This design comes from an exercise in tuning for small area, a short achievable clock period and few clock cycles on the open sky130 flow, not from production work.
In this exercise RTL edits were held to simulation tests only and were not proved equivalent to the original.
No activity file was given, so power comes from the tool's default toggle rates.

## flow/design.v (module list and top-level ports; edited modules follow where they fit)
// module mips32_pipe_core_p: 1841 lines
module mips32_pipe_core_p #(
    parameter int XLEN       = 32,
    parameter int ADDR_W     = 10,
    parameter int RESET_PC   = 0,
    parameter int FORWARD_EN = 1,
    parameter int CNT_W      = 32
) (
    input  logic              clock,
    input  logic              reset,
    output logic [ADDR_W-1:0] imem_addr,
    input  logic [31:0]       imem_rdata,
    output logic [ADDR_W-1:0] dmem_addr,
    output logic [XLEN-1:0]   dmem_wdata,
    output logic              dmem_we,
    input  logic [XLEN-1:0]   dmem_rdata,
    output logic              halted,
    output logic [CNT_W-1:0]  retired
);
  // ...
==> flow/flow/run.sh <==
#!/bin/bash
# The standard layout (standard.sh), with two changes to how it is made:
#  - the timing repair steps aim for a setup margin (the clock period and
#    constraints stay the standard flow's);
#  - the port buffers are plain buffers instead of the library's pick.
set -euo pipefail
export SETUP_SLACK_MARGIN=7
export BUFFER_PORTS_ARGS="-buffer_cell sky130_fd_sc_hd__buf_2"
bash standard.sh > standard_flow.log 2>&1
==> flow/standard.sh <==
#!/bin/bash
# synth_recipe.tcl (not shown) runs the flow's synth.tcl, then flattens the netlist and writes it again
# the make line also repeats each setting of config.mk as NAME=value (left out here)
make -C /OpenROAD-flow-scripts/flow DESIGN_CONFIG=/design/flow/config.mk WORK_HOME=/design/flow/orfs CLKGATE_MAP_FILE= SYNTH_SCRIPT=/design/flow/synth_recipe.tcl "${@:-finish}"
==> flow/config.mk <==
export PLATFORM = sky130hd
export DESIGN_NAME = mips32_pipe_core_p
export DESIGN_NICKNAME = mips32_pipe_core_p
export VERILOG_FILES = /design/flow/design.v
export SDC_FILE = /design/flow/constraint.sdc
export NUM_CORES = 4
export LEC_CHECK = 0
export CAP_MARGIN = 20
export CORE_MARGIN = 2
export CORE_UTILIZATION = 40
export CTS_CLUSTER_SIZE = 30
export PLACE_DENSITY = 0.5
export SLEW_MARGIN = 20
==> flow/constraint.sdc <==
create_clock -name core_clock -period 12.0 [get_ports {clock}]
set_input_delay 2.4000 -clock core_clock [delete_from_list [all_inputs] [get_ports {clock}]]
set_output_delay 2.4000 -clock core_clock [all_outputs]
set_load 0.01 [all_outputs]
==> results.json, run 1 <==
{
  "run_status": "finished clean",
  "number_of_cells_on_the_worst_reg_to_reg_path": 12,
  "layout.non_clock_buffers": 422,
  "capturing_point_of_the_worst_reg2reg_path": "r_mq28_0",
  "crit_path_max_incr_delay_ns": 0.76,
  "synth_most_common_cell": "sky130_fd_sc_hd__edfxtp_1",
  "first_pass_grt_wire_length_mm": 534.3,
  "synth_async_sr_flop_share_pct": 0,
  "grt-ovfl-total": 0,
  "total_power_mw": 22.59,
  "multi_input_area_share_pct": 39.12,
  "vias": 67860,
  "fin_nets": 7217,
  "nWellTaps": 2511,
  "dr.pass1.iters": 11,
  "power.density_cell_area_nw_per_um2": 260.9,
  "grt_setup_unrepaired": "no",
  "cap_violations": 0,
  "gr-max-usage-layer": "met2",
  "wl_met3_mm": 48.02,
  "worst_hold_startpoint": "r_idex_mul",
  "cts-buffers-inserted": 164,
  "ctsResizeCount": 18,
  "antenna_violating_nets_post_route": 0,
  "timing.max_slew.rel_slack_pct": 13.09,
  "final-instance-count-excl-fill": 9469,
  "antenna_found_initial": 23
}
Testbench counts, summed over its fixed seeds: cycles 78,428.
==> inputs of run 2 (changes only) <==
--- a/flow/design.v
+++ b/flow/design.v
@@ -31,4 +31,5 @@
     logic [31:0]       r_ifid_ir;
     logic [ADDR_W-1:0] r_ifid_pc;
+    logic              r_ifid_pred;       
     logic              r_idex_valid, r_idex_we, r_idex_cnt, r_idex_late;
     logic              r_idex_sw, r_idex_mul, r_idex_lw, r_idex_hlt, r_idex_slt;
@@ -142,7 +143,19 @@
     logic [ADDR_W-1:0] w_target;
     assign w_target  = r_ifid_pc + r_ifid_ir[ADDR_W-1:0] + ADDR_W'(1);
-    assign w_taken   = r_ifid_valid && w_br && !w_stall && (w_rs_zero ^ (w_op == c_OP_BNEQZ));
+    logic              w_redirect;
+    logic [ADDR_W-1:0] w_redirect_pc;
+    assign w_taken       = w_rs_zero ^ (w_op == c_OP_BNEQZ);
+    assign w_redirect    = r_ifid_valid && w_br && !w_stall && (w_taken != r_ifid_pred);
+    assign w_redirect_pc = w_taken ? w_target : r_ifid_pc + ADDR_W'(1);
+    logic              w_f_pred;
+    logic [ADDR_W-1:0] w_f_target;
+    assign w_f_pred   = (w_n_op == c_OP_BEQZ || w_n_op == c_OP_BNEQZ) &&
+                        ((w_n_rs == 5'd0) ? (w_n_op == c_OP_BEQZ) : imem_rdata[ADDR_W-1]);
+    assign w_f_target = r_pc + imem_rdata[ADDR_W-1:0] + ADDR_W'(1);
     logic [XLEN-1:0] w_mul;
     logic w_bo0, w_bt0, w_bn0;
+    logic w_boex0, w_btex0;
+    logic w_bowb0, w_btwb0;
+    logic w_borf0, w_btrf0;
     logic w_pp0_0;
     logic w_pp0_1;
@@ -178,4 +191,7 @@
     logic w_pp0_31;
     logic w_bo1, w_bt1, w_bn1;
+    logic w_boex1, w_btex1;
+    logic w_bowb1, w_btwb1;
+    logic w_borf1, w_btrf1;
     logic w_pp1_0;
     logic w_pp1_1;
@@ -209,4 +225,7 @@
     logic w_pp1_29;
     logic w_bo2, w_bt2, w_bn2;
+    logic w_boex2, w_btex2;
+    logic w_bowb2, w_btwb2;
+    logic w_borf2, w_btrf2;
     logic w_pp2_0;
     logic w_pp2_1;
@@ -238,4 +257,7 @@
     logic w_pp2_27;
     logic w_bo3, w_bt3, w_bn3;
+    logic w_boex3, w_btex3;
+    logic w_bowb3, w_btwb3;
+    logic w_borf3, w_btrf3;
     logic w_pp3_0;
     logic w_pp3_1;
@@ -265,4 +287,7 @@
     logic w_pp3_25;
     logic w_bo4, w_bt4, w_bn4;
+    logic w_boex4, w_btex4;
+    logic w_bowb4, w_btwb4;
+    logic w_borf4, w_btrf4;
     logic w_pp4_0;
     logic w_pp4_1;
@@ -290,4 +315,7 @@
     logic w_pp4_23;
     logic w_bo5, w_bt5, w_bn5;
+    logic w_boex5, w_btex5;
+    logic w_bowb5, w_btwb5;
+    logic w_borf5, w_btrf5;
     logic w_pp5_0;
     logic w_pp5_1;
@@ -313,4 +341,7 @@
     logic w_pp5_21;
     logic w_bo6, w_bt6, w_bn6;
+    logic w_boex6, w_btex6;
+    logic w_bowb6, w_btwb6;
+    logic w_borf6, w_btrf6;
     logic w_pp6_0;
     logic w_pp6_1;
@@ -334,4 +365,7 @@
     logic w_pp6_19;
     logic w_bo7, w_bt7, w_bn7;
+    logic w_boex7, w_btex7;
+    logic w_bowb7, w_btwb7;
+    logic w_borf7, w_btrf7;
     logic w_pp7_0;
     logic w_pp7_1;
@@ -353,4 +387,7 @@
     logic w_pp7_17;
     logic w_bo8, w_bt8, w_bn8;
+    logic w_boex8, w_btex8;
+    logic w_bowb8, w_btwb8;
+    logic w_borf8, w_btrf8;
     logic w_pp8_0;
     logic w_pp8_1;
@@ -370,4 +407,7 @@
     logic w_pp8_15;
     logic w_bo9, w_bt9, w_bn9;
+    logic w_boex9, w_btex9;
+    logic w_bowb9, w_btwb9;
+    logic w_borf9, w_btrf9;
     logic w_pp9_0;
     logic w_pp9_1;
@@ -385,4 +425,7 @@
     logic w_pp9_13;
     logic w_bo10, w_bt10, w_bn10;
+    logic w_boex10, w_btex10;
+    logic w_bowb10, w_btwb10;
+    logic w_borf10, w_btrf10;
     logic w_pp10_0;
     logic w_pp10_1;
@@ -398,4 +441,7 @@
     logic w_pp10_11;
     logic w_bo11, w_bt11, w_bn11;
+    logic w_boex11, w_btex11;
+    logic w_bowb11, w_btwb11;
+    logic w_borf11, w_btrf11;
     logic w_pp11_0;
     logic w_pp11_1;
@@ -409,4 +455,7 @@
     logic w_pp11_9;
     logic w_bo12, w_bt12, w_bn12;
+    logic w_boex12, w_btex12;
+    logic w_bowb12, w_btwb12;
+    logic w_borf12, w_btrf12;
     logic w_pp12_0;
     logic w_pp12_1;
@@ -418,4 +467,7 @@
     logic w_pp12_7;
     logic w_bo13, w_bt13, w_bn13;
+    logic w_boex13, w_btex13;
+    logic w_bowb13, w_btwb13;
+    logic w_borf13, w_btrf13;
     logic w_pp13_0;
     logic w_pp13_1;
@@ -425,4 +477,7 @@
     logic w_pp13_5;
     logic w_bo14, w_bt14, w_bn14;
+    logic w_boex14, w_btex14;
+    logic w_bowb14, w_btwb14;
+    logic w_borf14, w_btrf14;
     logic w_pp14_0;
     logic w_pp14_1;
@@ -430,4 +485,7 @@
     logic w_pp14_3;
     logic w_bo15, w_bt15, w_bn15;
+    logic w_boex15, w_btex15;
+    logic w_bowb15, w_btwb15;
+    logic w_borf15, w_btrf15;
     logic w_pp15_0;
     logic w_pp15_1;
@@ -816,7 +874,13 @@
     logic w_x479;
     logic w_x480;
-    assign w_bo0 = w_ex_b[0] ^ 1'b0;
-    assign w_bt0 = (w_ex_b[1] & ~w_ex_b[0] & ~1'b0) | (~w_ex_b[1] & w_ex_b[0] & 1'b0);
-    assign w_bn0 = w_ex_b[1];
+    assign w_boex0 = r_exmem_alu[0] ^ 1'b0;
+    assign w_btex0 = (r_exmem_alu[1] & ~r_exmem_alu[0] & ~1'b0) | (~r_exmem_alu[1] & r_exmem_alu[0] & 1'b0);
+    assign w_bowb0 = r_memwb_wdata[0] ^ 1'b0;
+    assign w_btwb0 = (r_memwb_wdata[1] & ~r_memwb_wdata[0] & ~1'b0) | (~r_memwb_wdata[1] & r_memwb_wdata[0] & 1'b0);
+    assign w_borf0 = r_idex_b[0] ^ 1'b0;
+    assign w_btrf0 = (r_idex_b[1] & ~r_idex_b[0] & ~1'b0) | (~r_idex_b[1] & r_idex_b[0] & 1'b0);
+    assign w_bo0 = (r_idex_fb_exp & w_boex0) | (r_idex_fb_wbp & w_bowb0) | (r_idex_fb_rf & w_borf0);
+    assign w_bt0 = (r_idex_fb_exp & w_btex0) | (r_idex_fb_wbp & w_btwb0) | (r_idex_fb_rf & w_btrf0);
+    assign w_bn0 = (r_idex_fb_exp & r_exmem_alu[1]) | (r_idex_fb_wbp & r_memwb_wdata[1]) | (r_idex_fb_rf & r_idex_b[1]);
     assign w_pp0_0 = (w_bo0 & w_ex_a[0]) ^ w_bn0;
     assign w_pp0_1 = ((w_bo0 & w_ex_a[1]) | (w_bt0 & w_ex_a[0])) ^ w_bn0;
@@ -851,7 +915,13 @@
     assign w_pp0_30 = ((w_bo0 & w_ex_a[30]) | (w_bt0 & w_ex_a[29])) ^ w_bn0;
     assign w_pp0_31 = ((w_bo0 & w_ex_a[31]) | (w_bt0 & w_ex_a[30])) ^ w_bn0;
-    assign w_bo1 = w_ex_b[2] ^ w_ex_b[1];
-    assign w_bt1 = (w_ex_b[3] & ~w_ex_b[2] & ~w_ex_b[1]) | (~w_ex_b[3] & w_ex_b[2] & w_ex_b[1]);
-    assign w_bn1 = w_ex_b[3];
+    assign w_boex1 = r_exmem_alu[2] ^ r_exmem_alu[1];
+    assign w_btex1 = (r_exmem_alu[3] & ~r_exmem_alu[2] & ~r_exmem_alu[1]) | (~r_exmem_alu[3] & r_exmem_alu[2] & r_exmem_alu[1]);
+    assign w_bowb1 = r_memwb_wdata[2] ^ r_memwb_wdata[1];
+    assign w_btwb1 = (r_memwb_wdata[3] & ~r_memwb_wdata[2] & ~r_memwb_wdata[1]) | (~r_memwb_wdata[3] & r_memwb_wdata[2] & r_memwb_wdata[1]);
+    assign w_borf1 = r_idex_b[2] ^ r_idex_b[1];
+    assign w_btrf1 = (r_idex_b[3] & ~r_idex_b[2] & ~r_idex_b[1]) | (~r_idex_b[3] & r_idex_b[2] & r_idex_b[1]);
+    assign w_bo1 = (r_idex_fb_exp & w_boex1) | (r_idex_fb_wbp & w_bowb1) | (r_idex_fb_rf & w_borf1);
+    assign w_bt1 = (r_idex_fb_exp & w_btex1) | (r_idex_fb_wbp & w_btwb1) | (r_idex_fb_rf & w_btrf1);
+    assign w_bn1 = (r_idex_fb_exp & r_exmem_alu[3]) | (r_idex_fb_wbp & r_memwb_wdata[3]) | (r_idex_fb_rf & r_idex_b[3]);
     assign w_pp1_0 = (w_bo1 & w_ex_a[0]) ^ w_bn1;
     assign w_pp1_1 = ((w_bo1 & w_ex_a[1]) | (w_bt1 & w_ex_a[0])) ^ w_bn1;
@@ -884,7 +954,13 @@
     assign w_pp1_28 = ((w_bo1 & w_ex_a[28]) | (w_bt1 & w_ex_a[27])) ^ w_bn1;
     assign w_pp1_29 = ((w_bo1 & w_ex_a[29]) | (w_bt1 & w_ex_a[28])) ^ w_bn1;
-    assign w_bo2 = w_ex_b[4] ^ w_ex_b[3];
-    assign w_bt2 = (w_ex_b[5] & ~w_ex_b[4] & ~w_ex_b[3]) | (~w_ex_b[5] & w_ex_b[4] & w_ex_b[3]);
-    assign w_bn2 = w_ex_b[5];
+    assign w_boex2 = r_exmem_alu[4] ^ r_exmem_alu[3];
+    assign w_btex2 = (r_exmem_alu[5] & ~r_exmem_alu[4] & ~r_exmem_alu[3]) | (~r_exmem_alu[5] & r_exmem_alu[4] & r_exmem_alu[3]);
+    assign w_bowb2 = r_memwb_wdata[4] ^ r_memwb_wdata[3];
+    assign w_btwb2 = (r_memwb_wdata[5] & ~r_memwb_wdata[4] & ~r_memwb_wdata[3]) | (~r_memwb_wdata[5] & r_memwb_wdata[4] & r_memwb_wdata[3]);
+    assign w_borf2 = r_idex_b[4] ^ r_idex_b[3];
+    assign w_btrf2 = (r_idex_b[5] & ~r_idex_b[4] & ~r_idex_b[3]) | (~r_idex_b[5] & r_idex_b[4] & r_idex_b[3]);
+    assign w_bo2 = (r_idex_fb_exp & w_boex2) | (r_idex_fb_wbp & w_bowb2) | (r_idex_fb_rf & w_borf2);
+    assign w_bt2 = (r_idex_fb_exp & w_btex2) | (r_idex_fb_wbp & w_btwb2) | (r_idex_fb_rf & w_btrf2);
+    assign w_bn2 = (r_idex_fb_exp & r_exmem_alu[5]) | (r_idex_fb_wbp & r_memwb_wdata[5]) | (r_idex_fb_rf & r_idex_b[5]);
     assign w_pp2_0 = (w_bo2 & w_ex_a[0]) ^ w_bn2;
     assign w_pp2_1 = ((w_bo2 & w_ex_a[1]) | (w_bt2 & w_ex_a[0])) ^ w_bn2;
@@ -915,7 +991,13 @@
     assign w_pp2_26 = ((w_bo2 & w_ex_a[26]) | (w_bt2 & w_ex_a[25])) ^ w_bn2;
     assign w_pp2_27 = ((w_bo2 & w_ex_a[27]) | (w_bt2 & w_ex_a[26])) ^ w_bn2;
-    assign w_bo3 = w_ex_b[6] ^ w_ex_b[5];
-    assign w_bt3 = (w_ex_b[7] & ~w_ex_b[6] & ~w_ex_b[5]) | (~w_ex_b[7] & w_ex_b[6] & w_ex_b[5]);
-    assign w_bn3 = w_ex_b[7];
+    assign w_boex3 = r_exmem_alu[6] ^ r_exmem_alu[5];
+    assign w_btex3 = (r_exmem_alu[7] & ~r_exmem_alu[6] & ~r_exmem_alu[5]) | (~r_exmem_alu[7] & r_exmem_alu[6] & r_exmem_alu[5]);
+    assign w_bowb3 = r_memwb_wdata[6] ^ r_memwb_wdata[5];
+    assign w_btwb3 = (r_memwb_wdata[7] & ~r_memwb_wdata[6] & ~r_memwb_wdata[5]) | (~r_memwb_wdata[7] & r_memwb_wdata[6] & r_memwb_wdata[5]);
+    assign w_borf3 = r_idex_b[6] ^ r_idex_b[5];
+    assign w_btrf3 = (r_idex_b[7] & ~r_idex_b[6] & ~r_idex_b[5]) | (~r_idex_b[7] & r_idex_b[6] & r_idex_b[5]);
+    assign w_bo3 = (r_idex_fb_exp & w_boex3) | (r_idex_fb_wbp & w_bowb3) | (r_idex_fb_rf & w_borf3);
+    assign w_bt3 = (r_idex_fb_exp & w_btex3) | (r_idex_fb_wbp & w_btwb3) | (r_idex_fb_rf & w_btrf3);
+    assign w_bn3 = (r_idex_fb_exp & r_exmem_alu[7]) | (r_idex_fb_wbp & r_memwb_wdata[7]) | (r_idex_fb_rf & r_idex_b[7]);
     assign w_pp3_0 = (w_bo3 & w_ex_a[0]) ^ w_bn3;
     assign w_pp3_1 = ((w_bo3 & w_ex_a[1]) | (w_bt3 & w_ex_a[0])) ^ w_bn3;
@@ -944,7 +1026,13 @@
     assign w_pp3_24 = ((w_bo3 & w_ex_a[24]) | (w_bt3 & w_ex_a[23])) ^ w_bn3;
     assign w_pp3_25 = ((w_bo3 & w_ex_a[25]) | (w_bt3 & w_ex_a[24])) ^ w_bn3;
-    assign w_bo4 = w_ex_b[8] ^ w_ex_b[7];
-    assign w_bt4 = (w_ex_b[9] & ~w_ex_b[8] & ~w_ex_b[7]) | (~w_ex_b[9] & w_ex_b[8] & w_ex_b[7]);
-    assign w_bn4 = w_ex_b[9];
+    assign w_boex4 = r_exmem_alu[8] ^ r_exmem_alu[7];
+    assign w_btex4 = (r_exmem_alu[9] & ~r_exmem_alu[8] & ~r_exmem_alu[7]) | (~r_exmem_alu[9] & r_exmem_alu[8] & r_exmem_alu[7]);
+    assign w_bowb4 = r_memwb_wdata[8] ^ r_memwb_wdata[7];
+    assign w_btwb4 = (r_memwb_wdata[9] & ~r_memwb_wdata[8] & ~r_memwb_wdata[7]) | (~r_memwb_wdata[9] & r_memwb_wdata[8] & r_memwb_wdata[7]);
+    assign w_borf4 = r_idex_b[8] ^ r_idex_b[7];
+    assign w_btrf4 = (r_idex_b[9] & ~r_idex_b[8] & ~r_idex_b[7]) | (~r_idex_b[9] & r_idex_b[8] & r_idex_b[7]);
+    assign w_bo4 = (r_idex_fb_exp & w_boex4) | (r_idex_fb_wbp & w_bowb4) | (r_idex_fb_rf & w_borf4);
+    assign w_bt4 = (r_idex_fb_exp & w_btex4) | (r_idex_fb_wbp & w_btwb4) | (r_idex_fb_rf & w_btrf4);
+    assign w_bn4 = (r_idex_fb_exp & r_exmem_alu[9]) | (r_idex_fb_wbp & r_memwb_wdata[9]) | (r_idex_fb_rf & r_idex_b[9]);
     assign w_pp4_0 = (w_bo4 & w_ex_a[0]) ^ w_bn4;
     assign w_pp4_1 = ((w_bo4 & w_ex_a[1]) | (w_bt4 & w_ex_a[0])) ^ w_bn4;
@@ -971,7 +1059,13 @@
     assign w_pp4_22 = ((w_bo4 & w_ex_a[22]) | (w_bt4 & w_ex_a[21])) ^ w_bn4;
     assign w_pp4_23 = ((w_bo4 & w_ex_a[23]) | (w_bt4 & w_ex_a[22])) ^ w_bn4;
-    assign w_bo5 = w_ex_b[10] ^ w_ex_b[9];
-    assign w_bt5 = (w_ex_b[11] & ~w_ex_b[10] & ~w_ex_b[9]) | (~w_ex_b[11] & w_ex_b[10] & w_ex_b[9]);
-    assign w_bn5 = w_ex_b[11];
+    assign w_boex5 = r_exmem_alu[10] ^ r_exmem_alu[9];
+    assign w_btex5 = (r_exmem_alu[11] & ~r_exmem_alu[10] & ~r_exmem_alu[9]) | (~r_exmem_alu[11] & r_exmem_alu[10] & r_exmem_alu[9]);
+    assign w_bowb5 = r_memwb_wdata[10] ^ r_memwb_wdata[9];
+    assign w_btwb5 = (r_memwb_wdata[11] & ~r_memwb_wdata[10] & ~r_memwb_wdata[9]) | (~r_memwb_wdata[11] & r_memwb_wdata[10] & r_memwb_wdata[9]);
+    assign w_borf5 = r_idex_b[10] ^ r_idex_b[9];
+    assign w_btrf5 = (r_idex_b[11] & ~r_idex_b[10] & ~r_idex_b[9]) | (~r_idex_b[11] & r_idex_b[10] & r_idex_b[9]);
+    assign w_bo5 = (r_idex_fb_exp & w_boex5) | (r_idex_fb_wbp & w_bowb5) | (r_idex_fb_rf & w_borf5);
+    assign w_bt5 = (r_idex_fb_exp & w_btex5) | (r_idex_fb_wbp & w_btwb5) | (r_idex_fb_rf & w_btrf5);
+    assign w_bn5 = (r_idex_fb_exp & r_exmem_alu[11]) | (r_idex_fb_wbp & r_memwb_wdata[11]) | (r_idex_fb_rf & r_idex_b[11]);
     assign w_pp5_0 = (w_bo5 & w_ex_a[0]) ^ w_bn5;
     assign w_pp5_1 = ((w_bo5 & w_ex_a[1]) | (w_bt5 & w_ex_a[0])) ^ w_bn5;
@@ -996,7 +1090,13 @@
     assign w_pp5_20 = ((w_bo5 & w_ex_a[20]) | (w_bt5 & w_ex_a[19])) ^ w_bn5;
     assign w_pp5_21 = ((w_bo5 & w_ex_a[21]) | (w_bt5 & w_ex_a[20])) ^ w_bn5;
-    assign w_bo6 = w_ex_b[12] ^ w_ex_b[11];
-    assign w_bt6 = (w_ex_b[13] & ~w_ex_b[12] & ~w_ex_b[11]) | (~w_ex_b[13] & w_ex_b[12] & w_ex_b[11]);
-    assign w_bn6 = w_ex_b[13];
+    assign w_boex6 = r_exmem_alu[12] ^ r_exmem_alu[11];
+    assign w_btex6 = (r_exmem_alu[13] & ~r_exmem_alu[12] & ~r_exmem_alu[11]) | (~r_exmem_alu[13] & r_exmem_alu[12] & r_exmem_alu[11]);
+    assign w_bowb6 = r_memwb_wdata[12] ^ r_memwb_wdata[11];
+    assign w_btwb6 = (r_memwb_wdata[13] & ~r_memwb_wdata[12] & ~r_memwb_wdata[11]) | (~r_memwb_wdata[13] & r_memwb_wdata[12] & r_memwb_wdata[11]);
+    assign w_borf6 = r_idex_b[12] ^ r_idex_b[11];
+    assign w_btrf6 = (r_idex_b[13] & ~r_idex_b[12] & ~r_idex_b[11]) | (~r_idex_b[13] & r_idex_b[12] & r_idex_b[11]);
+    assign w_bo6 = (r_idex_fb_exp & w_boex6) | (r_idex_fb_wbp & w_bowb6) | (r_idex_fb_rf & w_borf6);
+    assign w_bt6 = (r_idex_fb_exp & w_btex6) | (r_idex_fb_wbp & w_btwb6) | (r_idex_fb_rf & w_btrf6);
+    assign w_bn6 = (r_idex_fb_exp & r_exmem_alu[13]) | (r_idex_fb_wbp & r_memwb_wdata[13]) | (r_idex_fb_rf & r_idex_b[13]);
     assign w_pp6_0 = (w_bo6 & w_ex_a[0]) ^ w_bn6;
     assign w_pp6_1 = ((w_bo6 & w_ex_a[1]) | (w_bt6 & w_ex_a[0])) ^ w_bn6;
@@ -1019,7 +1119,13 @@
     assign w_pp6_18 = ((w_bo6 & w_ex_a[18]) | (w_bt6 & w_ex_a[17])) ^ w_bn6;
     assign w_pp6_19 = ((w_bo6 & w_ex_a[19]) | (w_bt6 & w_ex_a[18])) ^ w_bn6;
-    assign w_bo7 = w_ex_b[14] ^ w_ex_b[13];
-    assign w_bt7 = (w_ex_b[15] & ~w_ex_b[14] & ~w_ex_b[13]) | (~w_ex_b[15] & w_ex_b[14] & w_ex_b[13]);
-    assign w_bn7 = w_ex_b[15];
+    assign w_boex7 = r_exmem_alu[14] ^ r_exmem_alu[13];
+    assign w_btex7 = (r_exmem_alu[15] & ~r_exmem_alu[14] & ~r_exmem_alu[13]) | (~r_exmem_alu[15] & r_exmem_alu[14] & r_exmem_alu[13]);
+    assign w_bowb7 = r_memwb_wdata[14] ^ r_memwb_wdata[13];
+    assign w_btwb7 = (r_memwb_wdata[15] & ~r_memwb_wdata[14] & ~r_memwb_wdata[13]) | (~r_memwb_wdata[15] & r_memwb_wdata[14] & r_memwb_wdata[13]);
+    assign w_borf7 = r_idex_b[14] ^ r_idex_b[13];
+    assign w_btrf7 = (r_idex_b[15] & ~r_idex_b[14] & ~r_idex_b[13]) | (~r_idex_b[15] & r_idex_b[14] & r_idex_b[13]);
+    assign w_bo7 = (r_idex_fb_exp & w_boex7) | (r_idex_fb_wbp & w_bowb7) | (r_idex_fb_rf & w_borf7);
+    assign w_bt7 = (r_idex_fb_exp & w_btex7) | (r_idex_fb_wbp & w_btwb7) | (r_idex_fb_rf & w_btrf7);
+    assign w_bn7 = (r_idex_fb_exp & r_exmem_alu[15]) | (r_idex_fb_wbp & r_memwb_wdata[15]) | (r_idex_fb_rf & r_idex_b[15]);
     assign w_pp7_0 = (w_bo7 & w_ex_a[0]) ^ w_bn7;
     assign w_pp7_1 = ((w_bo7 & w_ex_a[1]) | (w_bt7 & w_ex_a[0])) ^ w_bn7;
@@ -1040,7 +1146,13 @@
     assign w_pp7_16 = ((w_bo7 & w_ex_a[16]) | (w_bt7 & w_ex_a[15])) ^ w_bn7;
     assign w_pp7_17 = ((w_bo7 & w_ex_a[17]) | (w_bt7 & w_ex_a[16])) ^ w_bn7;
-    assign w_bo8 = w_ex_b[16] ^ w_ex_b[15];
-    assign w_bt8 = (w_ex_b[17] & ~w_ex_b[16] & ~w_ex_b[15]) | (~w_ex_b[17] & w_ex_b[16] & w_ex_b[15]);
-    assign w_bn8 = w_ex_b[17];
+    assign w_boex8 = r_exmem_alu[16] ^ r_exmem_alu[15];
+    assign w_btex8 = (r_exmem_alu[17] & ~r_exmem_alu[16] & ~r_exmem_alu[15]) | (~r_exmem_alu[17] & r_exmem_alu[16] & r_exmem_alu[15]);
+    assign w_bowb8 = r_memwb_wdata[16] ^ r_memwb_wdata[15];
+    assign w_btwb8 = (r_memwb_wdata[17] & ~r_memwb_wdata[16] & ~r_memwb_wdata[15]) | (~r_memwb_wdata[17] & r_memwb_wdata[16] & r_memwb_wdata[15]);
+    assign w_borf8 = r_idex_b[16] ^ r_idex_b[15];
+    assign w_btrf8 = (r_idex_b[17] & ~r_idex_b[16] & ~r_idex_b[15]) | (~r_idex_b[17] & r_idex_b[16] & r_idex_b[15]);
+    assign w_bo8 = (r_idex_fb_exp & w_boex8) | (r_idex_fb_wbp & w_bowb8) | (r_idex_fb_rf & w_borf8);
+    assign w_bt8 = (r_idex_fb_exp & w_btex8) | (r_idex_fb_wbp & w_btwb8) | (r_idex_fb_rf & w_btrf8);
+    assign w_bn8 = (r_idex_fb_exp & r_exmem_alu[17]) | (r_idex_fb_wbp & r_memwb_wdata[17]) | (r_idex_fb_rf & r_idex_b[17]);
     assign w_pp8_0 = (w_bo8 & w_ex_a[0]) ^ w_bn8;
     assign w_pp8_1 = ((w_bo8 & w_ex_a[1]) | (w_bt8 & w_ex_a[0])) ^ w_bn8;
@@ -1059,7 +1171,13 @@
     assign w_pp8_14 = ((w_bo8 & w_ex_a[14]) | (w_bt8 & w_ex_a[13])) ^ w_bn8;
     assign w_pp8_15 = ((w_bo8 & w_ex_a[15]) | (w_bt8 & w_ex_a[14])) ^ w_bn8;
-    assign w_bo9 = w_ex_b[18] ^ w_ex_b[17];
-    assign w_bt9 = (w_ex_b[19] & ~w_ex_b[18] & ~w_ex_b[17]) | (~w_ex_b[19] & w_ex_b[18] & w_ex_b[17]);
-    assign w_bn9 = w_ex_b[19];
+    assign w_boex9 = r_exmem_alu[18] ^ r_exmem_alu[17];
+    assign w_btex9 = (r_exmem_alu[19] & ~r_exmem_alu[18] & ~r_exmem_alu[17]) | (~r_exmem_alu[19] & r_exmem_alu[18] & r_exmem_alu[17]);
+    assign w_bowb9 = r_memwb_wdata[18] ^ r_memwb_wdata[17];
+    assign w_btwb9 = (r_memwb_wdata[19] & ~r_memwb_wdata[18] & ~r_memwb_wdata[17]) | (~r_memwb_wdata[19] & r_memwb_wdata[18] & r_memwb_wdata[17]);
+    assign w_borf9 = r_idex_b[18] ^ r_idex_b[17];
+    assign w_btrf9 = (r_idex_b[19] & ~r_idex_b[18] & ~r_idex_b[17]) | (~r_idex_b[19] & r_idex_b[18] & r_idex_b[17]);
+    assign w_bo9 = (r_idex_fb_exp & w_boex9) | (r_idex_fb_wbp & w_bowb9) | (r_idex_fb_rf & w_borf9);
+    assign w_bt9 = (r_idex_fb_exp & w_btex9) | (r_idex_fb_wbp & w_btwb9) | (r_idex_fb_rf & w_btrf9);
+    assign w_bn9 = (r_idex_fb_exp & r_exmem_alu[19]) | (r_idex_fb_wbp & r_memwb_wdata[19]) | (r_idex_fb_rf & r_idex_b[19]);
     assign w_pp9_0 = (w_bo9 & w_ex_a[0]) ^ w_bn9;
     assign w_pp9_1 = ((w_bo9 & w_ex_a[1]) | (w_bt9 & w_ex_a[0])) ^ w_bn9;
@@ -1076,7 +1194,13 @@
     assign w_pp9_12 = ((w_bo9 & w_ex_a[12]) | (w_bt9 & w_ex_a[11])) ^ w_bn9;
     assign w_pp9_13 = ((w_bo9 & w_ex_a[13]) | (w_bt9 & w_ex_a[12])) ^ w_bn9;
-    assign w_bo10 = w_ex_b[20] ^ w_ex_b[19];
-    assign w_bt10 = (w_ex_b[21] & ~w_ex_b[20] & ~w_ex_b[19]) | (~w_ex_b[21] & w_ex_b[20] & w_ex_b[19]);
-    assign w_bn10 = w_ex_b[21];
+    assign w_boex10 = r_exmem_alu[20] ^ r_exmem_alu[19];
+    assign w_btex10 = (r_exmem_alu[21] & ~r_exmem_alu[20] & ~r_exmem_alu[19]) | (~r_exmem_alu[21] & r_exmem_alu[20] & r_exmem_alu[19]);
+    assign w_bowb10 = r_memwb_wdata[20] ^ r_memwb_wdata[19];
+    assign w_btwb10 = (r_memwb_wdata[21] & ~r_memwb_wdata[20] & ~r_memwb_wdata[19]) | (~r_memwb_wdata[21] & r_memwb_wdata[20] & r_memwb_wdata[19]);
+    assign w_borf10 = r_idex_b[20] ^ r_idex_b[19];
+    assign w_btrf10 = (r_idex_b[21] & ~r_idex_b[20] & ~r_idex_b[19]) | (~r_idex_b[21] & r_idex_b[20] & r_idex_b[19]);
+    assign w_bo10 = (r_idex_fb_exp & w_boex10) | (r_idex_fb_wbp & w_bowb10) | (r_idex_fb_rf & w_borf10);
+    assign w_bt10 = (r_idex_fb_exp & w_btex10) | (r_idex_fb_wbp & w_btwb10) | (r_idex_fb_rf & w_btrf10);
+    assign w_bn10 = (r_idex_fb_exp & r_exmem_alu[21]) | (r_idex_fb_wbp & r_memwb_wdata[21]) | (r_idex_fb_rf & r_idex_b[21]);
     assign w_pp10_0 = (w_bo10 & w_ex_a[0]) ^ w_bn10;
     assign w_pp10_1 = ((w_bo10 & w_ex_a[1]) | (w_bt10 & w_ex_a[0])) ^ w_bn10;
@@ -1091,7 +1215,13 @@
     assign w_pp10_10 = ((w_bo10 & w_ex_a[10]) | (w_bt10 & w_ex_a[9])) ^ w_bn10;
     assign w_pp10_11 = ((w_bo10 & w_ex_a[11]) | (w_bt10 & w_ex_a[10])) ^ w_bn10;
-    assign w_bo11 = w_ex_b[22] ^ w_ex_b[21];
-    assign w_bt11 = (w_ex_b[23] & ~w_ex_b[22] & ~w_ex_b[21]) | (~w_ex_b[23] & w_ex_b[22] & w_ex_b[21]);
-    assign w_bn11 = w_ex_b[23];
+    assign w_boex11 = r_exmem_alu[22] ^ r_exmem_alu[21];
+    assign w_btex11 = (r_exmem_alu[23] & ~r_exmem_alu[22] & ~r_exmem_alu[21]) | (~r_exmem_alu[23] & r_exmem_alu[22] & r_exmem_alu[21]);
+    assign w_bowb11 = r_memwb_wdata[22] ^ r_memwb_wdata[21];
+    assign w_btwb11 = (r_memwb_wdata[23] & ~r_memwb_wdata[22] & ~r_memwb_wdata[21]) | (~r_memwb_wdata[23] & r_memwb_wdata[22] & r_memwb_wdata[21]);
+    assign w_borf11 = r_idex_b[22] ^ r_idex_b[21];
+    assign w_btrf11 = (r_idex_b[23] & ~r_idex_b[22] & ~r_idex_b[21]) | (~r_idex_b[23] & r_idex_b[22] & r_idex_b[21]);
+    assign w_bo11 = (r_idex_fb_exp & w_boex11) | (r_idex_fb_wbp & w_bowb11) | (r_idex_fb_rf & w_borf11);
+    assign w_bt11 = (r_idex_fb_exp & w_btex11) | (r_idex_fb_wbp & w_btwb11) | (r_idex_fb_rf & w_btrf11);
+    assign w_bn11 = (r_idex_fb_exp & r_exmem_alu[23]) | (r_idex_fb_wbp & r_memwb_wdata[23]) | (r_idex_fb_rf & r_idex_b[23]);
     assign w_pp11_0 = (w_bo11 & w_ex_a[0]) ^ w_bn11;
     assign w_pp11_1 = ((w_bo11 & w_ex_a[1]) | (w_bt11 & w_ex_a[0])) ^ w_bn11;
@@ -1104,7 +1234,13 @@
     assign w_pp11_8 = ((w_bo11 & w_ex_a[8]) | (w_bt11 & w_ex_a[7])) ^ w_bn11;
     assign w_pp11_9 = ((w_bo11 & w_ex_a[9]) | (w_bt11 & w_ex_a[8])) ^ w_bn11;
-    assign w_bo12 = w_ex_b[24] ^ w_ex_b[23];
-    assign w_bt12 = (w_ex_b[25] & ~w_ex_b[24] & ~w_ex_b[23]) | (~w_ex_b[25] & w_ex_b[24] & w_ex_b[23]);
-    assign w_bn12 = w_ex_b[25];
+    assign w_boex12 = r_exmem_alu[24] ^ r_exmem_alu[23];
+    assign w_btex12 = (r_exmem_alu[25] & ~r_exmem_alu[24] & ~r_exmem_alu[23]) | (~r_exmem_alu[25] & r_exmem_alu[24] & r_exmem_alu[23]);
+    assign w_bowb12 = r_memwb_wdata[24] ^ r_memwb_wdata[23];
+    assign w_btwb12 = (r_memwb_wdata[25] & ~r_memwb_wdata[24] & ~r_memwb_wdata[23]) | (~r_memwb_wdata[25] & r_memwb_wdata[24] & r_memwb_wdata[23]);
+    assign w_borf12 = r_idex_b[24] ^ r_idex_b[23];
+    assign w_btrf12 = (r_idex_b[25] & ~r_idex_b[24] & ~r_idex_b[23]) | (~r_idex_b[25] & r_idex_b[24] & r_idex_b[23]);
+    assign w_bo12 = (r_idex_fb_exp & w_boex12) | (r_idex_fb_wbp & w_bowb12) | (r_idex_fb_rf & w_borf12);
+    assign w_bt12 = (r_idex_fb_exp & w_btex12) | (r_idex_fb_wbp & w_btwb12) | (r_idex_fb_rf & w_btrf12);
+    assign w_bn12 = (r_idex_fb_exp & r_exmem_alu[25]) | (r_idex_fb_wbp & r_memwb_wdata[25]) | (r_idex_fb_rf & r_idex_b[25]);
     assign w_pp12_0 = (w_bo12 & w_ex_a[0]) ^ w_bn12;
     assign w_pp12_1 = ((w_bo12 & w_ex_a[1]) | (w_bt12 & w_ex_a[0])) ^ w_bn12;
@@ -1115,7 +1251,13 @@
     assign w_pp12_6 = ((w_bo12 & w_ex_a[6]) | (w_bt12 & w_ex_a[5])) ^ w_bn12;
     assign w_pp12_7 = ((w_bo12 & w_ex_a[7]) | (w_bt12 & w_ex_a[6])) ^ w_bn12;
-    assign w_bo13 = w_ex_b[26] ^ w_ex_b[25];
-    assign w_bt13 = (w_ex_b[27] & ~w_ex_b[26] & ~w_ex_b[25]) | (~w_ex_b[27] & w_ex_b[26] & w_ex_b[25]);
-    assign w_bn13 = w_ex_b[27];
+    assign w_boex13 = r_exmem_alu[26] ^ r_exmem_alu[25];
+    assign w_btex13 = (r_exmem_alu[27] & ~r_exmem_alu[26] & ~r_exmem_alu[25]) | (~r_exmem_alu[27] & r_exmem_alu[26] & r_exmem_alu[25]);
+    assign w_bowb13 = r_memwb_wdata[26] ^ r_memwb_wdata[25];
+    assign w_btwb13 = (r_memwb_wdata[27] & ~r_memwb_wdata[26] & ~r_memwb_wdata[25]) | (~r_memwb_wdata[27] & r_memwb_wdata[26] & r_memwb_wdata[25]);
+    assign w_borf13 = r_idex_b[26] ^ r_idex_b[25];
+    assign w_btrf13 = (r_idex_b[27] & ~r_idex_b[26] & ~r_idex_b[25]) | (~r_idex_b[27] & r_idex_b[26] & r_idex_b[25]);
+    assign w_bo13 = (r_idex_fb_exp & w_boex13) | (r_idex_fb_wbp & w_bowb13) | (r_idex_fb_rf & w_borf13);
+    assign w_bt13 = (r_idex_fb_exp & w_btex13) | (r_idex_fb_wbp & w_btwb13) | (r_idex_fb_rf & w_btrf13);
+    assign w_bn13 = (r_idex_fb_exp & r_exmem_alu[27]) | (r_idex_fb_wbp & r_memwb_wdata[27]) | (r_idex_fb_rf & r_idex_b[27]);
     assign w_pp13_0 = (w_bo13 & w_ex_a[0]) ^ w_bn13;
     assign w_pp13_1 = ((w_bo13 & w_ex_a[1]) | (w_bt13 & w_ex_a[0])) ^ w_bn13;
@@ -1124,14 +1266,26 @@
     assign w_pp13_4 = ((w_bo13 & w_ex_a[4]) | (w_bt13 & w_ex_a[3])) ^ w_bn13;
     assign w_pp13_5 = ((w_bo13 & w_ex_a[5]) | (w_bt13 & w_ex_a[4])) ^ w_bn13;
-    assign w_bo14 = w_ex_b[28] ^ w_ex_b[27];
-    assign w_bt14 = (w_ex_b[29] & ~w_ex_b[28] & ~w_ex_b[27]) | (~w_ex_b[29] & w_ex_b[28] & w_ex_b[27]);
-    assign w_bn14 = w_ex_b[29];
+    assign w_boex14 = r_exmem_alu[28] ^ r_exmem_alu[27];
+    assign w_btex14 = (r_exmem_alu[29] & ~r_exmem_alu[28] & ~r_exmem_alu[27]) | (~r_exmem_alu[29] & r_exmem_alu[28] & r_exmem_alu[27]);
+    assign w_bowb14 = r_memwb_wdata[28] ^ r_memwb_wdata[27];
+    assign w_btwb14 = (r_memwb_wdata[29] & ~r_memwb_wdata[28] & ~r_memwb_wdata[27]) | (~r_memwb_wdata[29] & r_memwb_wdata[28] & r_memwb_wdata[27]);
+    assign w_borf14 = r_idex_b[28] ^ r_idex_b[27];
+    assign w_btrf14 = (r_idex_b[29] & ~r_idex_b[28] & ~r_idex_b[27]) | (~r_idex_b[29] & r_idex_b[28] & r_idex_b[27]);
+    assign w_bo14 = (r_idex_fb_exp & w_boex14) | (r_idex_fb_wbp & w_bowb14) | (r_idex_fb_rf & w_borf14);
+    assign w_bt14 = (r_idex_fb_exp & w_btex14) | (r_idex_fb_wbp & w_btwb14) | (r_idex_fb_rf & w_btrf14);
+    assign w_bn14 = (r_idex_fb_exp & r_exmem_alu[29]) | (r_idex_fb_wbp & r_memwb_wdata[29]) | (r_idex_fb_rf & r_idex_b[29]);
     assign w_pp14_0 = (w_bo14 & w_ex_a[0]) ^ w_bn14;
     assign w_pp14_1 = ((w_bo14 & w_ex_a[1]) | (w_bt14 & w_ex_a[0])) ^ w_bn14;
     assign w_pp14_2 = ((w_bo14 & w_ex_a[2]) | (w_bt14 & w_ex_a[1])) ^ w_bn14;
     assign w_pp14_3 = ((w_bo14 & w_ex_a[3]) | (w_bt14 & w_ex_a[2])) ^ w_bn14;
-    assign w_bo15 = w_ex_b[30] ^ w_ex_b[29];
-    assign w_bt15 = (w_ex_b[31] & ~w_ex_b[30] & ~w_ex_b[29]) | (~w_ex_b[31] & w_ex_b[30] & w_ex_b[29]);
-    assign w_bn15 = w_ex_b[31];
+    assign w_boex15 = r_exmem_alu[30] ^ r_exmem_alu[29];
+    assign w_btex15 = (r_exmem_alu[31] & ~r_exmem_alu[30] & ~r_exmem_alu[29]) | (~r_exmem_alu[31] & r_exmem_alu[30] & r_exmem_alu[29]);
+    assign w_bowb15 = r_memwb_wdata[30] ^ r_memwb_wdata[29];
+    assign w_btwb15 = (r_memwb_wdata[31] & ~r_memwb_wdata[30] & ~r_memwb_wdata[29]) | (~r_memwb_wdata[31] & r_memwb_wdata[30] & r_memwb_wdata[29]);
+    assign w_borf15 = r_idex_b[30] ^ r_idex_b[29];
+    assign w_btrf15 = (r_idex_b[31] & ~r_idex_b[30] & ~r_idex_b[29]) | (~r_idex_b[31] & r_idex_b[30] & r_idex_b[29]);
+    assign w_bo15 = (r_idex_fb_exp & w_boex15) | (r_idex_fb_wbp & w_bowb15) | (r_idex_fb_rf & w_borf15);
+    assign w_bt15 = (r_idex_fb_exp & w_btex15) | (r_idex_fb_wbp & w_btwb15) | (r_idex_fb_rf & w_btrf15);
+    assign w_bn15 = (r_idex_fb_exp & r_exmem_alu[31]) | (r_idex_fb_wbp & r_memwb_wdata[31]) | (r_idex_fb_rf & r_idex_b[31]);
     assign w_pp15_0 = (w_bo15 & w_ex_a[0]) ^ w_bn15;
     assign w_pp15_1 = ((w_bo15 & w_ex_a[1]) | (w_bt15 & w_ex_a[0])) ^ w_bn15;
@@ -1757,9 +1911,9 @@
             r_fetch_stop <= 1'b0;
         end else begin
-            if (w_taken) begin
-                r_pc         <= w_target;
+            if (w_redirect) begin
+                r_pc         <= w_redirect_pc;
                 r_ifid_valid <= 1'b0;
             end else if (!w_stall) begin
-                r_pc         <= r_pc + ADDR_W'(1);
+                r_pc         <= w_f_pred ? w_f_target : r_pc + ADDR_W'(1);
                 r_ifid_valid <= !(w_id_hlt || r_fetch_stop);
             end
@@ -1767,6 +1921,7 @@
         end
         if (!w_stall) begin
-            r_ifid_ir <= imem_rdata;
-            r_ifid_pc <= r_pc;
+            r_ifid_ir   <= imem_rdata;
+            r_ifid_pc   <= r_pc;
+            r_ifid_pred <= w_f_pred;
         end
         if (w_stall) begin
--- a/flow/flow/run.sh
+++ b/flow/flow/run.sh
@@ -5,5 +5,5 @@
 #  - the port buffers are plain buffers instead of the library's pick.
 set -euo pipefail
-export SETUP_SLACK_MARGIN=7
+export SETUP_SLACK_MARGIN=8
 export BUFFER_PORTS_ARGS="-buffer_cell sky130_fd_sc_hd__buf_2"
 bash standard.sh > standard_flow.log 2>&1
--- a/flow/config.mk
+++ b/flow/config.mk
@@ -8,6 +8,7 @@
 export CAP_MARGIN = 20
 export CORE_MARGIN = 2
-export CORE_UTILIZATION = 40
-export CTS_CLUSTER_SIZE = 30
-export PLACE_DENSITY = 0.5
+export CORE_UTILIZATION = 55
+export CTS_CLUSTER_DIAMETER = 250
+export CTS_CLUSTER_SIZE = 20
+export PLACE_DENSITY = 0.65
 export SLEW_MARGIN = 20
==> run 2 against run 1 <==
Effect of this change:
- still clean
- first-iteration DRC count rose by 13%
- combinational power rose by 5%
- non-clock buffer count rose by 77
- worst setup slack improved by 0.67 ns
- sequential power rose by 1%
- critical endpoint is now r_idex_a[8]
==> results.json, run 2 <==
{
  "run_status": "finished clean",
  "largest_register_ff_count": 992,
  "track_usage_pct": 46.50,
  "timing_max_transition_violations_final": 0,
  "power.density_cell_area_nw_per_um2": 248.3,
  "critical_path_class": "reg -> reg",
  "remaining_drc_errors": 0,
  "synthTopCellsByCount": "sky130_fd_sc_hd__edfxtp_1 (1066), sky130_fd_sc_hd__a22oi_1 (853), sky130_fd_sc_hd__nand2_1 (556)",
  "grt_max_degree": 67,
  "dp_slack_ns": 6.546,
  "regMostFlops": "r_rf",
  "holdBufCountCts": 0,
  "cts.clk_slew.worst_paths_ns": 0.09,
  "crit_path_cell_trace": "buf_4 -> nand2_1 -> nor2_4 -> buf_4 -> a22oi_1 -> nand4_1 -> nor3_1 -> o21ai_0",
  "cts.path.max_buffers": 3,
  "timing.critical_path.from": "r_ifid_ir[25]",
  "estimated_wirelength_of_the_detail_placed_design_mm": 193.3,
  "post_route_cells_drive_above_1_share_pct": 15.66,
  "capturing_point_of_the_worst_reg2reg_path": "r_idex_a[8]",
  "period_share_pct": 35.69,
  "cpLargestDelayFamily": "simple AND/OR/NAND/NOR gates",
  "worst_hold_path_type": "reg -> reg",
  "final-seq-area_sq_um": 40560,
  "final_common_cell": "sky130_fd_sc_hd__edfxtp_1",
  "globalplace.congestion": 1.019,
  "skew_ns": 0.07601,
  "worst_hold_startpoint": "r_idex_mul",
  "synth-main-ff-cell": "sky130_fd_sc_hd__edfxtp_1",
  "setup_viol_count_final": 0,
  "htree_levels": 3,
  "cells_after_synth": 6649,
  "grt-ovfl-total": 0,
  "yosysUniqueCellTypes": 92,
  "placement_rows": 136,
  "mean_cell_area_of_the_mapped_netlist_sq_um": 11.46,
  "crit_path_max_incr_delay_ns": 0.98,
  "synth_top_area_cell": "sky130_fd_sc_hd__edfxtp_1",
  "via_count_of_the_first_global_routing_pass": 60790,
  "cts-buffers-inserted": 84,
  "wl_per_cell_um": 39.94,
  "grt_setup_unrepaired": "yes",
  "hold_path_depth": 0,
  "dieHeight_um": 376.3,
  "routed_via_density": 7.662,
  "synth.top_cell.area_share_pct": 42.00,
  "fin_nets": 7146,
  "worst_ep_arrival_time_ns": 4.87,
  "critPathLaunchType": "flip-flop",
  "count_of_flip_flops_with_a_built_in_enable_after_synthesis": 1066,
  "yosysSeqAreaShare_pct": 53.01,
  "cp_num_buf_inv": 2,
  "synth_async_sr_flop_share_pct": 0,
  "synthesis.nets": 7068,
  "clock_net_sink_count": 1485,
  "cts.root.buffer_cell": "sky130_fd_sc_hd__clkbuf_16",
  "cap_violations": 0,
  "ys_seq_elements": 1485,
  "endpoint_kind": "flip-flop",
  "worstPathRequired_ns": 12.59,
  "reg2reg_start": "r_ifid_ir[25]",
  "die_area_sq_um": 141600,
  "synth.cell_area_sq_um": 76210,
  "syn_to_final_growth_pct": 12.05,
  "dr.pass1.iters": 15,
  "dr.first_iter.drc_count": 14720,
  "layout_setup_ws_ns": 7.718,
  "final.setup.tns_ns": 0,
  "placement.io_buffers": 151,
  "fp.coreArea_sq_um": 137500,
  "hold_violations": 0,
  "tritoncts": "done",
  "antenna_violating_nets_post_route": 0,
  "critical_path.slowest_cell": "sky130_fd_sc_hd__nor2_4",
  "initial_utilization_pct": 55.43,
  "worst_pin_slew_ns": 1.220,
  "reg2reg_setup_slack_ns": 7.72,
  "finalWirelength_mm": 342.9,
  "yosysWarnings": 34,
  "multi_input_comb_area_sq_um": 34930,
  "vias": 65770,
  "synth_most_common_cell": "sky130_fd_sc_hd__edfxtp_1",
  "final.fill_count": 10870,
  "power.leakage_nw": 31.42,
  "timing.critical_path.mode_cell": "sky130_fd_sc_hd__buf_4",
  "first_pass_grt_wire_length_mm": 462.1,
  "io_pins": 152,
  "cp_max_fo": 20,
  "clock.fmax_mhz": 233.5,
  "antenna_found_initial": 19,
  "netlist_top_cells_area": "sky130_fd_sc_hd__edfxtp_1 (42%), sky130_fd_sc_hd__dfxtp_1 (11%), sky130_fd_sc_hd__a22oi_1 (8.4%)",
  "timing.max_slew.rel_slack_pct": 18.68,
  "layout.cells.most_common_list": "sky130_fd_sc_hd__edfxtp_1 (1066), sky130_fd_sc_hd__a22oi_1 (831), sky130_fd_sc_hd__nand2_1 (530), sky130_fd_sc_hd__xnor2_1 (373), sky130_fd_sc_hd__dfxtp_1 (329)",
  "number_of_cells_on_the_worst_reg_to_reg_path": 8,
  "irDropWorstVdd_mv": 0.4448,
  "clk_latency_worst_skew_pair_ns": 0.80,
  "worstHoldEndpoint": "r_exmem_mul",
  "dieWidth_um": 376.3,
  "period_minus_slack_ns": 4.282
}
-- run 2: cell types whose count changed after synthesis, sizes merged, moves of 142 or more --
cell    change
a22o      -214
a22oi     +488
o21ai     -142
a221oi    -280
a21oi     -285
nand2     +155
xnor2     +197
-- run 2: metal layers --
metal  track usage (%)  routed length, um  vias up
met2             65.31             137400     6774
met3             21.24              59520     2205
li1                  -                  -    25330
met5            0.1029                167        -
met4             33.40              34010       20
met1             56.36             111700    31440
-- run 2: metrics by stage --
stage               instance area [sq um]  hold slack, ns  utilization, %  power (mW)  cells
floorplan                           76420          0.3231               -       13.16   6649
global placement                    79420          0.3287           57.76       16.44   8277
detailed placement                  79420          0.3324           57.77       16.59   8277
CTS                                 83630          0.3423           60.83       20.07   8493
global route                        85370          0.3539           62.09       22.19   8575
finish                              85400          0.3426           62.11       21.21   8585
-- run 2: cell families (layout without fill, tap and decap cells) --
kind of cell	after synthesis	in the layout	share of synthesized area [%]
compound gates	1886	1888	18.08
xor+xnor	549	549	6.309
fa+ha+maj	353	353	7.706
buf+inv	806	928	4.057
flops	1485	1485	53.01
mux	90	91	1.330
other cells	0	11	0
simple gates	1480	1486	9.510
-- run 2: report_power, final --
part | total, mW | leakage [nW] | internal, mW | switching [mW]
sequential | 6.98 | 14.5 | 6.42 | 0.555
clock | 3.13 | 1.18 | 1.36 | 1.77
combinational | 11.1 | 15.7 | 4.46 | 6.65
-- run 2: worst max path at each step --
| stage | to | cells past startpoint | slack (ns) |
|---|---|---|---|
| global route | r_pc[5] | 16 | 7.73 |
| global placement | r_pc[5] | 16 | 6.61 |
| CTS | r_pc[5] | 17 | 7.92 |
| floorplan | r_pc[9] | 8 | 7.71 |
| finish | r_idex_a[8] | 8 | 7.72 |
| detailed placement | r_pc[5] | 16 | 6.55 |
-- run 2: layout make-up --
type	count	share of cell area [%]
Antenna cell	11	0.03223
Clock buffer	133	2.727
Clock inverter	6	0.1714
Inverter	289	1.322
Multi-Input combinational cell	4367	40.90
Sequential cell	1485	47.50
Tap cell	1794	2.628
Timing Repair Buffer	499	4.706
Timing Repair inverter	1	0.01026
-- run 2: timing repair --
item | CTS | global route
resized for setup | 222 | 218
setup buffers | 60 | 73
endpoints found under the setup margin | 107 | 81
cloned | 17 | 8
pin swaps | 35 | 107
-- run 2: worst register-to-register path, cell delays in order (launching register included) --
cell	delay, ns
sky130_fd_sc_hd__edfxtp_1	0.33
sky130_fd_sc_hd__buf_4	0.41
sky130_fd_sc_hd__nand2_1	0.64
sky130_fd_sc_hd__nor2_4	0.99
sky130_fd_sc_hd__buf_4	0.66
sky130_fd_sc_hd__a22oi_1	0.20
sky130_fd_sc_hd__nand4_1	0.15
sky130_fd_sc_hd__nor3_1	0.10
sky130_fd_sc_hd__o21ai_0	0.65
Testbench counts of run 2, summed over its fixed seeds: cycles 76,994.
==> inputs of run 3 (changes only) <==
--- a/flow/config.mk
+++ b/flow/config.mk
@@ -8,7 +8,7 @@
 export CAP_MARGIN = 20
 export CORE_MARGIN = 2
-export CORE_UTILIZATION = 55
+export CORE_UTILIZATION = 48
 export CTS_CLUSTER_DIAMETER = 250
 export CTS_CLUSTER_SIZE = 20
-export PLACE_DENSITY = 0.65
+export PLACE_DENSITY = 0.6
 export SLEW_MARGIN = 20
==> run 3 against run 2 <==
Effect of this change:
- critical path depth grew 5
- non-clock buffer count grew 9
- utilization shrank 8.0 points
- routed wire length grew 0.77%
- worst hold slack lost 0.0010 ns
- clock-buffer cell count is the same
- critical endpoint is now r_pc[5]
==> results.json, run 3 <==
{
  "share_comb_of_total_power_pct": 51.4,
  "dieWidth_um": 402.5,
  "hold_path_depth": 0,
  "final_common_cell": "sky130_fd_sc_hd__edfxtp_1",
  "period_share_pct": 35.13,
  "clk_latency_worst_skew_pair_ns": 0.79,
  "die_area_sq_um": 162000,
  "cts.root.buffer_cell": "sky130_fd_sc_hd__clkbuf_16",
  "cts.clk_slew.worst_paths_ns": 0.09,
  "synth-main-ff-cell": "sky130_fd_sc_hd__edfxtp_1",
  "period_minus_slack_ns": 4.215,
  "tritoncts": "done",
  "internal_power_mw": 12.07,
  "dr.pass1.iters": 13,
  "clock.fmax_mhz": 237.2,
  "power.leakage_nw": 31.40,
  "yosysWarnings": 34,
  "vias": 64870,
  "mean_cell_area_of_the_mapped_netlist_sq_um": 11.46,
  "final.setup.tns_ns": 0,
  "routed_via_density": 7.321,
  "globalplace.congestion": 0.9725,
  "layout.cells.most_common_list": "sky130_fd_sc_hd__edfxtp_1 (1066), sky130_fd_sc_hd__a22oi_1 (837), sky130_fd_sc_hd__nand2_1 (541), sky130_fd_sc_hd__xnor2_1 (378), sky130_fd_sc_hd__dfxtp_1 (329)",
  "dominant_combinational_cell_family_by_area_after_synthesis": "compound AO/OA/AOI/OAI gates",
  "holdBufCountCts": 0,
  "grt_setup_unrepaired": "yes",
  "dp_slack_ns": 6.867,
  "netlist_top_cells_area": "sky130_fd_sc_hd__edfxtp_1 (42%), sky130_fd_sc_hd__dfxtp_1 (11%), sky130_fd_sc_hd__a22oi_1 (8.4%)",
  "yosys.area_share.xor_xnor_pct": 6.309,
  "synth_mux_area_share_pct": 1.330,
  "initial_utilization_pct": 48.23,
  "finalWirelength_mm": 345.5,
  "synthAdderAreaFrac_pct": 7.706,
  "number_of_cells_on_the_worst_reg_to_reg_path": 13,
  "synth_most_common_cell": "sky130_fd_sc_hd__edfxtp_1",
  "irDropWorstVdd_mv": 0.3096,
  "critPathLaunchType": "flip-flop",
  "placement_rows": 146,
  "yosysSeqAreaShare_pct": 53.01,
  "placement.io_buffers": 151,
  "run_status": "finished clean",
  "track_usage_pct": 41.15,
  "cells_after_synth": 6649,
  "capturing_point_of_the_worst_reg2reg_path": "r_pc[5]",
  "yosysUniqueCellTypes": 92,
  "synth.cell_area_sq_um": 76210,
  "synth.top_cell.area_share_pct": 42.00,
  "worst_hold_path_type": "reg -> reg",
  "worst_ep_arrival_time_ns": 4.83,
  "worstHoldEndpoint": "r_exmem_lw",
  "via_count_of_the_first_global_routing_pass": 60330,
  "clock_net_sink_count": 1485,
  "cp_max_fo": 7,
  "synthTopCellsByCount": "sky130_fd_sc_hd__edfxtp_1 (1066), sky130_fd_sc_hd__a22oi_1 (853), sky130_fd_sc_hd__nand2_1 (556)",
  "synthesis.nets": 7068,
  "regMostFlops": "r_rf",
  "fin_nets": 7148,
  "grt-ovfl-total": 0,
  "synth_top_area_cell": "sky130_fd_sc_hd__edfxtp_1",
  "syn_to_final_growth_pct": 12.17,
  "largest_register_ff_count": 992,
  "ys_seq_elements": 1485,
  "final.fill_count": 13470,
  "reg2reg_start": "r_exmem_alu[22]",
  "setup_viol_count_final": 0,
  "clock_power_share_pct": 15.1,
  "worstPathRequired_ns": 12.61,
  "skew_ns": 0.07757,
  "remaining_drc_errors": 0,
  "cts-buffers-inserted": 84,
  "timing_max_transition_violations_final": 0,
  "power_frac_seq_pct": 33.5,
  "net_sw_share_pct": 41.85,
  "estimated_wirelength_of_the_detail_placed_design_mm": 199.1,
  "fp.coreArea_sq_um": 158000,
  "timing.max_slew.rel_slack_pct": 15.48,
  "critical_path_class": "reg -> reg",
  "hold_violations": 0,
  "worst_hold_startpoint": "r_idex_lw",
  "antenna_found_initial": 15,
  "synth_async_sr_flop_share_pct": 0,
  "basic_gate_share_of_the_synthesized_area_counting_and_or_nand_and_nor_cells_pct": 9.510,
  "post_route_cells_drive_above_1_share_pct": 15.07,
  "worst_pin_slew_ns": 1.254,
  "antenna_violating_nets_post_route": 0,
  "synth-compound-area-share_pct": 18.08,
  "cts.path.max_buffers": 3,
  "grt_max_degree": 65,
  "cap_violations": 0,
  "count_of_flip_flops_with_a_built_in_enable_after_synthesis": 1066,
  "endpoint_kind": "flip-flop",
  "layout_setup_ws_ns": 7.785,
  "multi_input_comb_area_sq_um": 34590,
  "first_pass_grt_wire_length_mm": 471.2,
  "power.density_cell_area_nw_per_um2": 242.8,
  "dr.first_iter.drc_count": 14030,
  "wl_per_cell_um": 38.99,
  "reg2reg_setup_slack_ns": 7.78,
  "power_switching_mw": 8.687,
  "final-seq-area_sq_um": 40540,
  "htree_levels": 3,
  "io_pins": 152,
  "dieHeight_um": 402.5
}
run 3: stage by stage:
step | instances | util (%) | hold WS [ns] | cell area (sq um) | total power [mW]
final | 8861 | 54.10 | 0.3416 | 85490 | 20.76
after global placement | 8576 | 50.58 | 0.3310 | 79920 | 16.41
after floorplan | 6649 | - | 0.3231 | 76420 | 13.16
after CTS | 8787 | 53.14 | 0.3381 | 83970 | 19.97
after global routing | 8855 | 54.09 | 0.3431 | 85470 | 21.88
after detailed placement | 8576 | 50.58 | 0.3336 | 79930 | 16.55
run 3: per-layer routing:
metal  track usage, %  part of all wire (%)  wire (um)
met1            51.29                    34     118200
met2            59.36                    41     142200
met3            16.44                    16      55620
met4            26.22                   8.5      29220
met5           0.1487                 0.071        247
run 3: worst max-delay path by stage:
stage | start | endpoint | slack [ns]
floorplan | imem_rdata[23] | r_pc[9] | 7.71
global placement | r_idex_fb_wbp | r_pc[5] | 6.93
detailed placement | r_idex_fb_wbp | r_pc[5] | 6.87
CTS | r_idex_fb_wbp | r_pc[2] | 7.89
global route | r_exmem_alu[22] | r_pc[5] | 7.76
finish | r_exmem_alu[22] | r_pc[5] | 7.78
run 3: cells by family after synthesis:
family	count (synthesis)
AO/OA/AOI/OAI	1886
flip-flops	1485
AND/OR/NAND/NOR	1480
buffers and inverters	806
XOR/XNOR	549
adder cells (fa/ha/maj)	353
multiplexers	90
run 3: layout make-up:
class | count | area share [%]
Antenna cell | 7 | 0.02049
Clock buffer | 133 | 2.699
Clock inverter | 6 | 0.1947
Inverter | 289 | 1.322
Multi-Input combinational cell | 4360 | 40.46
Sequential cell | 1485 | 47.42
Tap cell | 2072 | 3.033
Timing Repair Buffer | 508 | 4.834
Timing Repair inverter | 1 | 0.01025
run 3: critical path: stages, from the launching register on:
cell and delay [ns]:
sky130_fd_sc_hd__dfxtp_2 0.63, sky130_fd_sc_hd__mux2i_1 0.34, sky130_fd_sc_hd__and4_1 0.43, sky130_fd_sc_hd__inv_1 0.22, sky130_fd_sc_hd__ha_1 0.39, sky130_fd_sc_hd__nor4b_2 0.30
sky130_fd_sc_hd__and4_1 0.24, sky130_fd_sc_hd__nand4b_1 0.13, sky130_fd_sc_hd__o311a_1 0.18, sky130_fd_sc_hd__and2_4 0.19, sky130_fd_sc_hd__o311a_4 0.35, sky130_fd_sc_hd__mux2_4 0.38
sky130_fd_sc_hd__a221oi_2 0.23, sky130_fd_sc_hd__nor2_1 0.07
run 3: what timing repair did:
item | in CTS | in global routing
cloned | 14 | 3
resized for setup | 192 | 199
pin swaps | 24 | 77
endpoints found under the setup margin | 123 | 82
setup buffers | 58 | 63
run 3: power by group through the flow:
stage          Combinational, mW  Clock [mW]  Sequential (mW)
6_report                    10.7        3.13             6.96
3_5_place_dp                9.51           0             7.04
2_1_floorplan               6.33           0             6.83
5_1_grt                     11.6        3.30             7.01
4_1_cts                     9.92        3.13             6.92
3_3_place_gp                9.39           0             7.02

separate check: timing with driven ports:
Ports are ideal in the flow. The routed layouts listed here were re-timed in OpenROAD. Step 1 assumes that a clkbuf_16 drives the clock port and a buf_2 every other input. Step 2 times the ports against the registers' clock, not the clock port: input delays grow and output delays shrink by t, the midpoint of the rising clock arrivals with the driver on. Three values: no drivers, after step 1, after step 2; two values: the first two.
run | t (ns) | slack for setup (ns) | cell pins on the clock port's net
run 1 | 0.907 | 7.050 / 7.050 / 7.050 | 1
run 2 | 0.838 | 7.718 / 7.718 / 7.181 | 1
run 3 | 0.830 | 7.785 / 7.785 / 7.149 | 1
After both steps every run listed still meets setup and hold. For run 3, which loses most, drivers alone change the setup slack by 0.000 ns; drivers and shift together by -0.636 ns.
